Source: an optimization exercise on an open RTL-to-GDS flow (aim: small area). Production flows keep margins and buffers that such runs may drop.
In this exercise RTL edits were held to simulation tests only and were not proved equivalent to the original.
Power and IR drop assume default switching activity.

==> flow/design.v (excerpt) <==
module sector_timer_bank #(
  parameter int unsigned N_SECT      = 24,
  parameter int unsigned AW          = 5,
  parameter int unsigned TW          = 16,
  parameter int unsigned PW          = 16,
  parameter int unsigned STALL_TICKS = 5000
) (
  input  logic          i_clk,
  input  logic          i_rst,
  input  logic          i_tick_1us,
  input  logic          i_sct1,
  input  logic          i_sct2,
  input  logic          i_sct_id_ready,
  input  logic [AW-1:0] i_sct_id_mcu,
  input  logic          i_ram_change,
  input  logic          i_rd_en,
  input  logic [AW-1:0] i_rd_addr,
  output logic [TW-1:0] o_rd_data,
  output logic          o_rd_valid,
  output logic [AW-1:0] o_cur_sector,
  output logic [PW-1:0] o_period_out,
  output logic          o_not_rotate
);
clock: 5.0 ns
lec_check: 0
cap_margin: 20
core_margin: 2
core_utilization: 40
cts_buf_list: sky130_fd_sc_hd__clkbuf_8 sky130_fd_sc_hd__clkbuf_16
cts_cluster_diameter: 80
cts_cluster_size: 30
place_density: 0.8
slew_margin: 20
synth_hierarchical: 1
synth_minimum_keep_size: 0
standard.sh (not shown) runs the stock make flow with config.mk's settings and CLKGATE_MAP_FILE= SYNTH_SCRIPT=/design/flow/synth_recipe.tcl, a recipe that flattens the netlist after the stock synthesis.
==> flow/flow/run.sh <==
#!/bin/bash
# Layout flow: the standard flow (standard.sh: ORFS from synthesis to finish, with config.mk's
# settings) with two ORFS settings passed through the environment:
#  - the input and output port buffers use the smallest buffer cell instead of the default;
#  - clock tree synthesis (same buffers and clustering as config.mk) adds no dummy loads.
# The whole output of every tool goes to standard.log in this folder (ORFS also keeps its own
# per-step logs under orfs/logs).
set -euo pipefail
export BUFFER_PORTS_ARGS="-buffer_cell sky130_fd_sc_hd__buf_1"
export CTS_ARGS="-sink_clustering_enable -repair_clock_nets -sink_clustering_size 30 -sink_clustering_max_diameter 80 -buf_list {sky130_fd_sc_hd__clkbuf_8 sky130_fd_sc_hd__clkbuf_16} -dont_use_dummy_load"
bash standard.sh > standard.log 2>&1
The baseline ran to the end with no violations.
Next try:
==> flow/flow/run.sh (replaced) <==
#!/bin/bash
# Layout flow: the standard flow (standard.sh, which runs the ORFS make from synthesis to finish)
# with two changes passed through ORFS's environment: the port buffers use the smallest buffer cell
# instead of the default, and clock tree synthesis (same buffers and clustering as config.mk) adds no
# dummy loads. Every tool's output goes to a log file in this folder.
set -euo pipefail
cp standard.sh standard.sh.txt
export BUFFER_PORTS_ARGS="-buffer_cell sky130_fd_sc_hd__buf_1"
export CTS_ARGS="-sink_clustering_enable -repair_clock_nets -sink_clustering_size 30 -sink_clustering_max_diameter 80 -buf_list {sky130_fd_sc_hd__clkbuf_8 sky130_fd_sc_hd__clkbuf_16} -dont_use_dummy_load"
bash standard.sh > standard.log 2>&1
=> Total power stays the same; via count does not change; cell area stays the same; wire length stays the same; core utilization is unchanged; non-clock buffer count is unchanged; final cell count does not change; setup slack does not change; area after synthesis stays the same; global-route usage is unchanged; sequential power stays flat.
Next try:
==> flow/flow/run.sh (replaced) <==
#!/bin/bash
# Layout flow: the standard flow (standard.sh: ORFS from synthesis to finish, with config.mk's
# settings) with three ORFS settings passed through the environment:
#  - the input and output port buffers use the smallest buffer cell instead of the default;
#  - clock tree synthesis (same buffers and clustering as config.mk) adds no dummy loads;
#  - the repair after global routing downsizes cells on paths with positive slack.
# The whole output of every tool goes to standard.log in this folder (ORFS also keeps its own
# per-step logs under orfs/logs).
set -euo pipefail
export BUFFER_PORTS_ARGS="-buffer_cell sky130_fd_sc_hd__buf_1"
export CTS_ARGS="-sink_clustering_enable -repair_clock_nets -sink_clustering_size 30 -sink_clustering_max_diameter 80 -buf_list {sky130_fd_sc_hd__clkbuf_8 sky130_fd_sc_hd__clkbuf_16} -dont_use_dummy_load"
export RECOVER_POWER=100
bash standard.sh > standard.log 2>&1
This time the run completed, yet does not pass: max-capacitance violations, max-slew violations.
Clock power is about the same.
Power is about the same.
Count of clock-buffer cells in the layout does not change.
Area after synthesis is unchanged.
Synthesized cell count stays the same.
Maximum frequency fell by 0.49%.
Via count barely changes.
Sequential cell count is unchanged.
Utilization drops by 0.18 points.
Register-to-register slack degrades by 0.02 ns.
Clock skew rises by 0.0088 ns.

==> what the ideal ports hide <==
The flow's constraints put no driver on any port. The routed layouts listed below were extracted and timed again, unchanged, in two steps. Step 1 assumes that a clkbuf_16 drives the clock port and a buf_2 every other input. Step 2 also shifts input and output timing later by t, the mid clock arrival at the registers, as if the neighbouring blocks saw the same clock. Three values: ideal ports, drivers, drivers and shift; two values: the first two.
run | t (ns) | setup slack, ns | worst hold slack (ns) | worst setup path after step 2 | worst slew at a driven data input, ns
the first run | 0.635 | 0.268 / 0.268 / 0.268 | 0.391 / 0.391 / 0.391 | register to register | 0.06
the second run | 0.635 | 0.268 / 0.268 / 0.268 | 0.391 / 0.391 / 0.391 | register to register | 0.06
the third run | 0.640 | 0.245 / 0.245 / 0.143 | 0.387 / 0.387 / 0.387 | input to register | 0.07
The setup slack of the third run, which loses most, moves by 0.000 ns with the drivers and by -0.102 ns with both steps.
